From an optimization exercise on the open Yosys and OpenROAD flow, aimed at a short achievable clock period and few clock cycles; shortcuts taken in it are not production practice. The RTL was checked by simulation tests, not by an equivalence proof against the original design. Power and IR drop assume default switching activity.

### run.sh
#!/bin/bash
# synth_recipe.tcl (not shown) runs the flow's synth.tcl, then flattens the netlist and writes it again
# the make line also repeats each setting of config.mk as NAME=value (left out here)
make -C /OpenROAD-flow-scripts/flow DESIGN_CONFIG=/design/flow/config.mk WORK_HOME=/design/flow/orfs CLKGATE_MAP_FILE= SYNTH_SCRIPT=/design/flow/synth_recipe.tcl finish
### config.mk
export PLATFORM = sky130hd
export DESIGN_NAME = mult_div_unit
export DESIGN_NICKNAME = mult_div_unit
export VERILOG_FILES = /design/flow/design.v
export SDC_FILE = /design/flow/constraint.sdc
export NUM_CORES = 4
export LEC_CHECK = 0
export CAP_MARGIN = 20
export CORE_MARGIN = 2
export CORE_UTILIZATION = 40
export SETUP_SLACK_MARGIN = 5
export SLEW_MARGIN = 20
export TNS_END_PERCENT = 100
### constraint.sdc
create_clock -name core_clock -period 10.0 [get_ports {clk}]
set_input_delay 2.0000 -clock core_clock [delete_from_list [all_inputs] [get_ports {clk}]]
set_output_delay 2.0000 -clock core_clock [all_outputs]
set_load 0.01 [all_outputs]
### design.v
package mult_div_unit_pkg;
  localparam int MD_DATA_W = 32;
  localparam logic [5:0] FUNCT_MFHI  = 6'h10;
  localparam logic [5:0] FUNCT_MTHI  = 6'h11;
  localparam logic [5:0] FUNCT_MFLO  = 6'h12;
  localparam logic [5:0] FUNCT_MTLO  = 6'h13;
  localparam logic [5:0] FUNCT_MULT  = 6'h18;
  localparam logic [5:0] FUNCT_MULTU = 6'h19;
  localparam logic [5:0] FUNCT_DIV   = 6'h1A;
  localparam logic [5:0] FUNCT_DIVU  = 6'h1B;
  function automatic logic [5:0] md_bitlen(input logic [31:0] v);
    md_bitlen = 6'd0;
    for (int i = 0; i < 32; i++) begin
      if (v[i]) md_bitlen = 6'(i + 1);
    end
  endfunction
  function automatic logic [3:0] md_enc16(input logic [15:0] oh);
    md_enc16 = 4'd0;
    for (int m = 0; m < 16; m++) begin
      md_enc16 = md_enc16 | ({4{oh[m]}} & 4'(m));
    end
  endfunction
endpackage
module mult_div_unit_div_iter (
  input  logic [35:0]      rin,
  input  logic [16*36-1:0] pmul,
  output logic [15:0]      ge,
  output logic [15:0]      sel,
  output logic [16*32-1:0] diff
);
  logic [37:0] d;
  always_comb begin
    ge[0]       = 1'b1;
    diff[31:0]  = rin[31:0];
    for (int m = 1; m < 16; m++) begin
      d  = {1'b0, rin, 1'b1} + {1'b0, ~pmul[m*36 +: 36], 1'b1};
      ge[m]             = d[37];
      diff[m*32 +: 32]  = d[32:1];
    end
    for (int m = 0; m < 15; m++) sel[m] = ge[m] & ~ge[m+1];
    sel[15] = ge[15];
  end
endmodule
module mult_div_unit #(
  parameter int DATA_W = mult_div_unit_pkg::MD_DATA_W
) (
  input  logic              clk,
  input  logic              rst,
  input  logic              flush,
  input  logic              en,
  input  logic [5:0]        funct,
  input  logic [DATA_W-1:0] operand_1,
  input  logic [DATA_W-1:0] operand_2,
  output logic              busy,
  output logic [DATA_W-1:0] hi,
  output logic [DATA_W-1:0] lo,
  output logic              done
);
  logic        busy_q;       
  logic        last_q;       
  logic        ret_q;        
  logic        wait_q;       
  logic        fix_q;        
  logic        mul_q;        
  logic        dz_q;         
  logic        negq_q;       
  logic        negr_q;       
  logic        is_long;
  logic        is_signed;
  logic        b_zero;
  assign is_long   = (funct[5:2] == 4'b0110);
  assign is_signed = ~funct[0];
  assign b_zero    = (operand_2 == 32'd0);
  logic [32:0] ma;
  logic [33:0] mb;
  logic [63:0] r0 [18];
  logic [63:0] r1 [12];
  logic [63:0] r2 [8];
  logic [63:0] r3 [6];
  logic [63:0] r4 [4];
  logic [63:0] mrow_q [4];
  logic [63:0] r5 [3];
  logic [63:0] r6 [2];
  logic [32:0] lo_sum;
  logic [31:0] hi_sum0;
  logic [31:0] hi_sum1;
  function automatic logic [127:0] csa(input logic [63:0] x, input logic [63:0] y,
                                       input logic [63:0] z);
    csa = {((x & y) | (x & z) | (y & z)) << 1, x ^ y ^ z};
  endfunction
  localparam logic [63:0] SIGN_BIAS = 64'h5555_5555_5555_5555 << 33;
  always_comb begin
    logic [2:0]  t;
    logic        neg;
    logic        one;
    logic        two;
    logic [33:0] mag;
    logic [33:0] pp;
    logic [16:0] negs;
    ma = {is_signed & operand_1[31], operand_1};
    mb = {{2{is_signed & operand_2[31]}}, operand_2};
    for (int i = 0; i < 17; i++) begin
      t   = {mb[2*i+1], mb[2*i], (i == 0) ? 1'b0 : mb[2*i-1]};
      neg = t[2] & ~(t[1] & t[0]);
      one = t[1] ^ t[0];
      two = (t == 3'b011) | (t == 3'b100);
      mag = ({34{one}} & {ma[32], ma}) | ({34{two}} & {ma, 1'b0});
      pp  = mag ^ {34{neg}};
      negs[i] = neg;
      r0[i] = 64'({~pp[33], pp[32:0]}) << (2 * i);
    end
    for (int i = 1; i < 17; i++) r0[i] = r0[i] | (64'(negs[i-1]) << (2 * i - 2));
    r0[17] = (-SIGN_BIAS) | (64'(negs[16]) << 32);
    for (int g = 0; g < 6; g++) {r1[2*g+1], r1[2*g]} = csa(r0[3*g], r0[3*g+1], r0[3*g+2]);
    for (int g = 0; g < 4; g++) {r2[2*g+1], r2[2*g]} = csa(r1[3*g], r1[3*g+1], r1[3*g+2]);
    for (int g = 0; g < 2; g++) {r3[2*g+1], r3[2*g]} = csa(r2[3*g], r2[3*g+1], r2[3*g+2]);
    r3[4] = r2[6];
    r3[5] = r2[7];
    for (int g = 0; g < 2; g++) {r4[2*g+1], r4[2*g]} = csa(r3[3*g], r3[3*g+1], r3[3*g+2]);
  end
  always_comb begin
    {r5[1], r5[0]} = csa(mrow_q[0], mrow_q[1], mrow_q[2]);
    r5[2] = mrow_q[3];
    {r6[1], r6[0]} = csa(r5[0], r5[1], r5[2]);
    lo_sum  = {1'b0, r6[0][31:0]} + {1'b0, r6[1][31:0]};
    hi_sum0 = r6[0][63:32] + r6[1][63:32];
    hi_sum1 = 32'(({r6[0][63:32], 1'b1} + {r6[1][63:32], 1'b1}) >> 1);
  end
  logic        sa;
  logic        sb;
  logic [31:0] xa;
  logic [31:0] xb;
  logic [31:0] abs_a;
  logic [35:0] x36;
  logic [16*36-1:0] pmul_d;    
  logic [7:0]  nza;
  logic [7:0]  nzb;
  logic [7:0]  ta;
  logic [7:0]  tb;
  logic [7:0]  fsel0;
  logic [31:0] rin_first;
  function automatic logic [35:0] add_c(input logic [35:0] x, input logic [35:0] y, input logic c);
    logic [36:0] s;
    s = {x, 1'b1} + {y, c};
    add_c = s[36:1];
  endfunction
  function automatic logic [35:0] add3(input logic [35:0] x, input logic [35:0] y,
                                       input logic [35:0] z, input logic c);
    add3 = add_c(x ^ y ^ z, ((x & y) | (x & z) | (y & z)) << 1, c);
  endfunction
  always_comb begin
    sa    = is_signed & operand_1[31];
    sb    = is_signed & operand_2[31];
    xa    = operand_1 ^ {32{sa}};
    xb    = operand_2 ^ {32{sb}};
    abs_a = xa + 32'(sa);
    x36   = {4'b0, xb};
    pmul_d = '0;
    pmul_d[1*36 +: 36]  = add_c(x36, 36'd0, sb);
    pmul_d[3*36 +: 36]  = add_c((x36 << 2) | 36'({sb, sb}), ~x36, 1'b1);
    pmul_d[5*36 +: 36]  = add3(x36 << 2, x36, 36'({sb, 1'b0, sb}), 1'b0);
    pmul_d[7*36 +: 36]  = add_c((x36 << 3) | 36'({sb, sb, sb}), ~x36, 1'b1);
    pmul_d[9*36 +: 36]  = add3(x36 << 3, x36, 36'({sb, 2'b0, sb}), 1'b0);
    pmul_d[11*36 +: 36] = add3((x36 << 4) | 36'({sb, sb, 1'b0, ~sb}), ~(x36 << 2), ~x36, 1'b1);
    pmul_d[13*36 +: 36] = add3((x36 << 4) | 36'({sb, sb, sb, ~sb}), ~(x36 << 1), ~x36, 1'b1);
    pmul_d[15*36 +: 36] = add_c((x36 << 4) | 36'({sb, sb, sb, sb}), ~x36, 1'b1);
    for (int k = 0; k < 8; k++) begin
      nza[k] = (|xa[4*k +: 4]) | (sa && ((k == 0) || ((xa | ~(32'hFFFF_FFFF >> (32 - 4 * k))) == 32'hFFFF_FFFF)));
      nzb[k] = (|xb[4*k +: 4]) | ((k == 0) && sb);
    end
    for (int k = 0; k < 8; k++) begin
      ta[k] = nza[k] & ~(|(nza >> (k + 1)));
      tb[k] = nzb[k] & ~(|(nzb >> (k + 1)));
    end
    fsel0 = '0;
    for (int i = 0; i < 8; i++) begin
      for (int j = 0; j < 8; j++) begin
        if (i > j) fsel0[i-j] = fsel0[i-j] | (ta[i] & tb[j]);
      end
    end
    fsel0[0] = ~(|fsel0[7:1]);
    rin_first = '0;
    for (int c = 0; c < 8; c++) rin_first = rin_first | ({32{fsel0[c]}} & (abs_a >> (4 * c)));
  end
  logic [31:0]      abs_a_q;
  logic [35:0]      pmul_q [16];
  logic [16*36-1:0] pmul_all;
  logic [31:0]      rinf_q;      
  logic [7:0]       nsel_q;      
  logic [15:0]      sel_q;       
  logic [31:0]      cand_q [16]; 
  logic [31:0]      qd_q;        
  logic [31:0]      nqd_q;       
  logic [35:0]      rin;
  logic [15:0]      ge;
  logic [15:0]      sel;
  logic [16*32-1:0] diff;
  logic [3:0]       dprev;
  logic [31:0]      qc;          
  logic [31:0]      nqc;         
  logic [31:0]      rem_neg;     
  always_comb begin
    for (int m = 0; m < 16; m++) pmul_all[m*36 +: 36] = pmul_q[m];
    rin = {rinf_q, 4'b0} >> 4;
    for (int m = 0; m < 16; m++) rin[35:4] = rin[35:4] | ({32{sel_q[m]}} & cand_q[m]);
    for (int c = 0; c < 8; c++) rin[3:0] = rin[3:0] | ({4{nsel_q[c]}} & abs_a_q[4*c +: 4]);
    rin[31:0] = rin[31:0] | rinf_q;
    dprev   = mult_div_unit_pkg::md_enc16(sel_q);
    qc      = {qd_q[27:0], dprev};
    nqc     = (dprev != 4'd0) ? {~qd_q[27:0], 4'(5'd16 - 5'(dprev))} : {nqd_q[27:0], 4'd0};
    rem_neg = ~rin[35:4] + 32'd1;
  end
  mult_div_unit_div_iter u_div_iter (
    .rin  (rin),
    .pmul (pmul_all),
    .ge   (ge),
    .sel  (sel),
    .diff (diff)
  );
  logic [31:0] hg_q [16];      
  logic [15:0] hgsel_q;
  logic [31:0] lplain_q;       
  logic        lmode_q;        
  logic [27:0] lupa_q;         
  logic [27:0] lupb_q;         
  logic [15:0] lsel_q;         
  logic [15:0] lself_q;        
  logic        lfix_q;         
  logic        lneg_q;         
  logic [31:0] qb;             
  logic [31:0] nqb;            
  logic        retire;
  logic        wr_mul;
  logic        wr_div;
  logic        wr_fix;
  logic        wr_mthi;
  logic        wr_mtlo;
  assign retire  = ret_q & ~flush;
  assign wr_mul  = retire & mul_q;
  assign wr_div  = retire & ~mul_q & ~dz_q & ~fix_q;
  assign wr_fix  = retire & fix_q;
  assign wr_mthi = ~busy_q & en & ~flush & (funct == mult_div_unit_pkg::FUNCT_MTHI);
  assign wr_mtlo = ~busy_q & en & ~flush & (funct == mult_div_unit_pkg::FUNCT_MTLO);
  always_comb begin
    qb  = fix_q ? qd_q  : qc;
    nqb = fix_q ? nqd_q : nqc;
  end
  always_ff @(posedge clk) begin
    for (int i = 0; i < 4; i++) mrow_q[i] <= r4[i];
    abs_a_q <= abs_a;
    for (int m = 0; m < 16; m++) begin
      if (m == 0)          pmul_q[m] <= '0;
      else if (m % 8 == 0) pmul_q[m] <= pmul_d[(m/8)*36 +: 36] << 3;
      else if (m % 4 == 0) pmul_q[m] <= pmul_d[(m/4)*36 +: 36] << 2;
      else if (m % 2 == 0) pmul_q[m] <= pmul_d[(m/2)*36 +: 36] << 1;
      else                 pmul_q[m] <= pmul_d[m*36 +: 36];
    end
    for (int m = 0; m < 16; m++) cand_q[m] <= diff[m*32 +: 32];
    if (!busy_q) begin
      negq_q <= sa ^ sb;
      negr_q <= sa;
      mul_q  <= ~funct[1];
      dz_q   <= funct[1] & b_zero;
      fix_q  <= 1'b0;
      last_q <= ~funct[1] | b_zero | (fsel0[0] & ~sa);
      rinf_q <= rin_first;
      nsel_q <= fsel0;
      sel_q  <= '0;
      qd_q   <= '0;
      nqd_q  <= '0;
    end else begin
      fix_q  <= nsel_q[0] & negr_q;
      last_q <= (nsel_q[1] & ~negr_q) | (nsel_q[0] & negr_q);
      rinf_q <= '0;
      nsel_q <= nsel_q >> 1;
      sel_q  <= sel;
      qd_q   <= qc;
      nqd_q  <= nqc;
    end
    if (rst || flush) begin
      busy_q <= 1'b0;
      ret_q  <= 1'b0;
      wait_q <= 1'b0;
    end else if (busy_q) begin
      busy_q <= ~last_q;
      ret_q  <= ~last_q & ((nsel_q[1] & ~negr_q) | (nsel_q[0] & negr_q));
      wait_q <= ~last_q & ~((nsel_q[1] & ~negr_q) | (nsel_q[0] & negr_q));
    end else begin
      busy_q <= en & is_long;
      ret_q  <= en & is_long & (~funct[1] | b_zero | (fsel0[0] & ~sa));
      wait_q <= en & is_long & ~(~funct[1] | b_zero | (fsel0[0] & ~sa));
    end
    if (rst) begin
      hg_q[0]  <= '0;
      hgsel_q  <= 16'd1;
      lplain_q <= '0;
      lmode_q  <= 1'b0;
    end else begin
      if (wr_mul) begin
        hg_q[0]  <= hi_sum0;
        hg_q[1]  <= hi_sum1;
        hgsel_q  <= lo_sum[32] ? 16'd2 : 16'd1;
        lplain_q <= lo_sum[31:0];
        lmode_q  <= 1'b0;
      end else if (wr_div || wr_fix) begin
        if (wr_fix) begin
          hg_q[0] <= rem_neg;
          hgsel_q <= 16'd1;
          lself_q <= sel_q;
        end else begin
          for (int m = 0; m < 16; m++) hg_q[m] <= diff[m*32 +: 32];
          hgsel_q <= sel;
          lsel_q  <= sel;
        end
        lfix_q  <= fix_q;
        lupa_q  <= negq_q ? ~qb[27:0] : qb[27:0];
        lupb_q  <= negq_q ? nqb[27:0] : qb[27:0];
        lneg_q  <= negq_q;
        lmode_q <= 1'b1;
      end else if (wr_mthi) begin
        hg_q[0] <= operand_1;
        hgsel_q <= 16'd1;
      end else if (wr_mtlo) begin
        lplain_q <= operand_1;
        lmode_q  <= 1'b0;
      end
    end
  end
  always_comb begin
    logic [3:0]  low;
    logic [15:0] ls;
    hi = '0;
    for (int m = 0; m < 16; m++) hi = hi | ({32{hgsel_q[m]}} & hg_q[m]);
    ls  = lfix_q ? lself_q : lsel_q;
    low = '0;
    for (int m = 0; m < 16; m++) begin
      low = low | ({4{ls[m]}} & (lneg_q ? 4'(16 - m) : 4'(m)));
    end
    if (lmode_q) lo = {ls[0] ? lupb_q : lupa_q, low};
    else         lo = lplain_q;
  end
  assign busy = wait_q | (~busy_q & is_long);
  assign done = ret_q & ~flush;
endmodule
==> run notes <==
## metrics by stage
step / cell area (um^2) / hold WS [ps] / power [mW]
CTS: 147000 / 482 / 50.8
finish: 156000 / 458 / 55.0
detailed placement: 126000 / 478 / 39.4
global placement: 126000 / 461 / 39.3
global route: 156000 / 500 / 56.7
floorplan: 120000 / 406 / 26.9
## per-layer routing
layer / track usage, % / part of all wire [%] / wire length, um / up-vias
li1: - / - / - / 47100
met1: 45.5 / 37 / 212000 / 54800
met2: 51.3 / 40 / 232000 / 8109
met3: 11.9 / 14 / 79800 / 2230
met4: 22.0 / 8.6 / 49000 / 70
met5: 0 / 0.14 / 792 / -
## Yosys cell counts, types with 24 or more instances
cell / instances / share of area (%)
a211o_1: 36 / 0.26
a211oi_1: 113 / 0.71
a21boi_0: 52 / 0.33
a21o_1: 169 / 1.1
a21oi_1: 698 / 2.9
a221oi_1: 220 / 1.6
a222oi_1: 37 / 0.31
a22o_1: 193 / 1.4
a22oi_1: 536 / 3.4
a311oi_1: 24 / 0.18
a31oi_1: 77 / 0.40
and2_1: 107 / 0.56
and3_1: 86 / 0.45
buf_1: 126 / 0.40
buf_2: 25 / 0.10
clkbuf_1: 562 / 1.8
dfxtp_1: 1176 / 20
edfxtp_1: 550 / 14
fa_1: 499 / 8.4
ha_1: 949 / 9.9
inv_1: 1104 / 3.5
mux2i_1: 103 / 0.86
mux4_2: 26 / 0.49
nand2_1: 598 / 1.9
nand2b_1: 110 / 0.58
nand3_1: 215 / 0.90
nand4_1: 109 / 0.57
nor2_1: 916 / 2.9
nor2b_1: 116 / 0.61
nor3_1: 239 / 1.0
nor4_1: 41 / 0.21
o211ai_1: 59 / 0.37
o21a_1: 98 / 0.62
o21ai_0: 577 / 2.4
o21bai_1: 110 / 0.69
o22ai_1: 50 / 0.26
o31ai_1: 37 / 0.23
o41ai_1: 26 / 0.19
or2_2: 47 / 0.25
or3_1: 66 / 0.35
xnor2_1: 1053 / 7.7
xor2_1: 330 / 2.4
## worst register-to-register path, cell delays in order, from the launching register on
cell and delay, ps:
dfxtp_2 350, or4_1 460, or3_4 480, a221o_4 570, buf_8 170, buf_6 120, ha_4 220, o21a_4 130
o21ai_4 180, a21boi_2 90, o21ai_2 200, a21boi_2 100, o21a_1 240, o21a_1 240, o41a_1 440, a41oi_4 430
a211o_1 290, o21ai_4 130, o21ai_4 270, o211ai_1 140, a31oi_2 360, o21ai_1 120, buf_4 210, or3_4 400
a21oi_2 120
## flip-flops by register name, indices dropped and copies added (netlist names), 8 cells and up
signal / cells
abs_a_q: 32
cand_q: 483
hg_q: 488
hgsel_q: 16
lplain_q: 32
lsel_q: 16
lself_q: 16
lupa_q: 28
lupb_q: 28
mrow_q: 191
nqd_q: 28
nsel_q: 8
pmul_q: 271
qd_q: 28
rinf_q: 32
sel_q: 16
## layout make-up
cell class	instances	area [um^2]	area share (%)
repair inverters	3	58.8	0.0376
inverters	1140	4460	2.85
repair buffers	1473	15100	9.65
diodes	44	110	0.0705
multi-input cells	9138	84700	54.2
clock buffers	270	5700	3.64
clock inverters	95	1050	0.671
flip-flops and latches	1726	40200	25.7
well taps	3939	4930	3.15
## cell families (layout without fill, tap and decap cells)
group,count (synthesis),in the layout
AO/OA/AOI/OAI,3380,3380
XOR/XNOR,1388,1388
adder cells (fa/ha/maj),1470,1470
buffers and inverters,1857,2981
flip-flops,1726,1726
multiplexers,151,175
other,1,45
AND/OR/NAND/NOR,2723,2724
## worst max path at each step
stage / endpoint / start
2_1_floorplan: hg_q[10][10] / flush
3_3_place_gp: hgsel_q[2] / sel_q[12]
3_5_place_dp: pmul_q[10][34] / operand_2[3]
4_1_cts: pmul_q[13][34] / funct[0]
5_1_grt: pmul_q[15][33] / funct[0]
6_report: pmul_q[15][33] / funct[0]
## timing repair
action	CTS	global route
hold buffers	0	0
endpoints found under the setup margin	1134	814
gates resized for setup	2099	1039
gates cloned	44	29
pin swaps	817	875
setup buffers	570	439
## power groups by stage
stage               registers, mW  clock network (mW)  logic [mW]
floorplan                    10.3                   0        16.7
global placement             10.7                   0        28.6
detailed placement           10.7                   0        28.8
CTS                          10.5                7.65        32.6
global route                 10.7                7.94        38.1
finish                       10.6                7.68        36.7
==> metrics.md <==
| Metric | Value |
|---|---|
| Simple-Gate Fraction of Synth Area | `10.8%` |
| Synth Area in Adders | `between 10% and 20%` |
| CORE AREA | `about 300000 um^2` |
| Max_cap viols | `0` |
| Peak VDD IR | `around 850 uV` |
| Worst hold endpoint | `lplain_q[2]` |
| Drt initial violations | `approximately 16000` |
| Die ar. | `303000 um^2` |
| Synth Area in XOR/XNOR | `between 10 and 15%` |
| Pre-CTS setup slack | `between 1500 and 2000 ps` |
| Kind of critical path | `in2reg` |
| Post-route worst setup slack | `about 3400 ps` |
| Critical path's top delay family | `compound AO/OA/AOI/OAI gates` |
| CTS tree | `yes` |
| Vias/cell | `~6.3` |
| Switching Share | `roughly 50%` |
| Fin. max-slew vios | `0` |
| WP data required | `10830 ps` |
| Unrepaired setup endpoints after global routing | `yes` |
| GRT overflow | `0` |
| Pre-antenna DRT Iters | `10` |
| Worst-case clock buffer depth | `4` |
| Site Rows | `200` |
| Reg2Reg Depth | `24` |
| Netlist Area Pre-Place | `roughly 120000 um^2` |
| Via Count | `112000` |
| Fillers | `26100` |
| Final core utilization | `a little over half` |
| Period utilization | `between 60% and 70%` |
| Int Pwr | `about 27 mW` |
| Post-synthesis compound-gate area fraction | `about a fifth` |
| Initial antenna violation count | `between 80 and 90` |
| Seq cells post-synth | `1726` |
| Clk slew on worst S/H paths | `approximately 60 ps` |
| Vias in the first global route | `between 100k and 150k` |
| Clock sink count | `between 1500 and 2000` |
| GPL Wtd Cong | `approximately 1.0` |
| Die height | `550 um` |
| Num ports | `140` |
| Post-DP HPWL | `379 mm` |
| Clk_skew | `about 95 ps` |
| Skew-Pair Late Insertion Delay | `950 ps` |
| Commonest non-fill, non-tap cell in the layout | `dfxtp_1` |
| Mux contribution to synthesized area | `under 10%` |
| Wire per inst | `around 32 um` |
| Cells after synthesis | `12700` |
| Final hold vios | `0` |
| First-pass GRT wire length | `around 770 mm` |
| Crit Path Max Fanout | `6` |
| Final net count | `between 15000 and 20000` |
| CTS root buffer | `clkbuf_16` |
| PD cells | `around 350 nW/um^2` |
| Post-Route WL | `around 570 mm` |
| Min Tclk post-route | `6570 ps` |
| Logic pwr share | `about two thirds` |
| Setup TNS | `0 ps` |
| Post-synth EDFFs | `between 500 and 600` |
| Clock buffer count from CTS | `200` |
| Share of cells above drive strength 1 | `between 20% and 30%` |
| Post-synthesis sequential area ratio | `around 34%` |
| Post-route DRC | `0` |
| Reg power frac | `a little under a fifth` |
| Largest net degree at the start of global routing | `~160` |
| Commonest non-fill, non-tap cells in the layout | `dfxtp_1 (1138), inv_1 (1046), ha_1 (886)` |
| Port Buffers | `139` |
| R2r endpoint | `hgsel_q[1]` |
| Crit path max-delay cell type | `nor4bb_1` |
| Async S/R FF share, synth | `0%` |
| Synthesized net count | `approximately 14000` |
| Leak Pwr | `roughly 65 nW` |
| Endpoint kind of the worst setup timing path | `register` |
| Post-Layout Cell Count | `approximately 18000` |
| Hold wc startpoint | `mrow_q[0][2]` |
| Overall routing resource usage | `35.5%` |
| Crit-path most repeated cell | `a21oi_2` |
| Setup crit start kind | `input pin` |
| Arrival @ worst endpoint | `~7400 ps` |
| Synth cell types | `approximately 120` |
| Crit path buf inv count | `5` |
| Top_reg_cell synth | `dfxtp_1` |
| Die X | `550 um` |
| Worst path max stage delay | `between 500 and 600 ps` |
| Outcome | `timing/DRC/antenna clean` |
| Critical path depth | `26` |
| Clk pwr share | `between 10% and 20%` |
| Placed Cells | `approximately 16000` |
| Post-DRT Antenna Nets | `0` |
| R2R Path Start | `sel_q[9]` |
| Initial core utilization | `between 40% and 50%` |
| Sw power | `27.9 mW` |
| Post-Syn Area per Cell | `~9.4 um^2` |
| YS warnings | `13` |
| Area Overhead vs Synth | `30.9%` |
| R2R Setup Slk | `3450 ps` |
| Setup violations, final | `0` |
| Worst hold path stage count | `2` |
| Max Fclk | `0.152 GHz` |
| Hold WC Path Type | `reg2reg` |
| Slew margin rel. | `a little under an eighth` |
| Slew @ Worst Pin | `roughly 1300 ps` |
| Largest family of logic cells by synthesized area | `compound AO/OA/AOI/OAI gates` |
| Htree depth | `4` |
Testbench counts, summed over its fixed seeds: cycles 13,669.

==> static timing again, ports no longer ideal <==
Ports are ideal in the flow. The routed layout listed here was re-timed in OpenROAD.
Step 1: set_driving_cell puts a clkbuf_16 on clk and a buf_2 on each other input, an assumption about the parent block.
Step 2 times the ports against the registers' clock, not the clock port: input delays grow and output delays shrink by t, the midpoint of the rising clock arrivals with the driver on.
Slacks: ideal / step 1 / step 2; pairs: ideal / step 1.
t (ns): 1.012
setup WS [ns]: 3.428 / 3.446 / 2.474
hold slack, ns: 0.458 / 0.458 / 0.458
worst setup path at the end: input to register
clock arrival spread, ns: 0.095 / 0.095
After both steps this run still meets setup and hold. For this run, drivers alone change the setup slack by +0.018 ns; drivers and shift together by -0.954 ns.
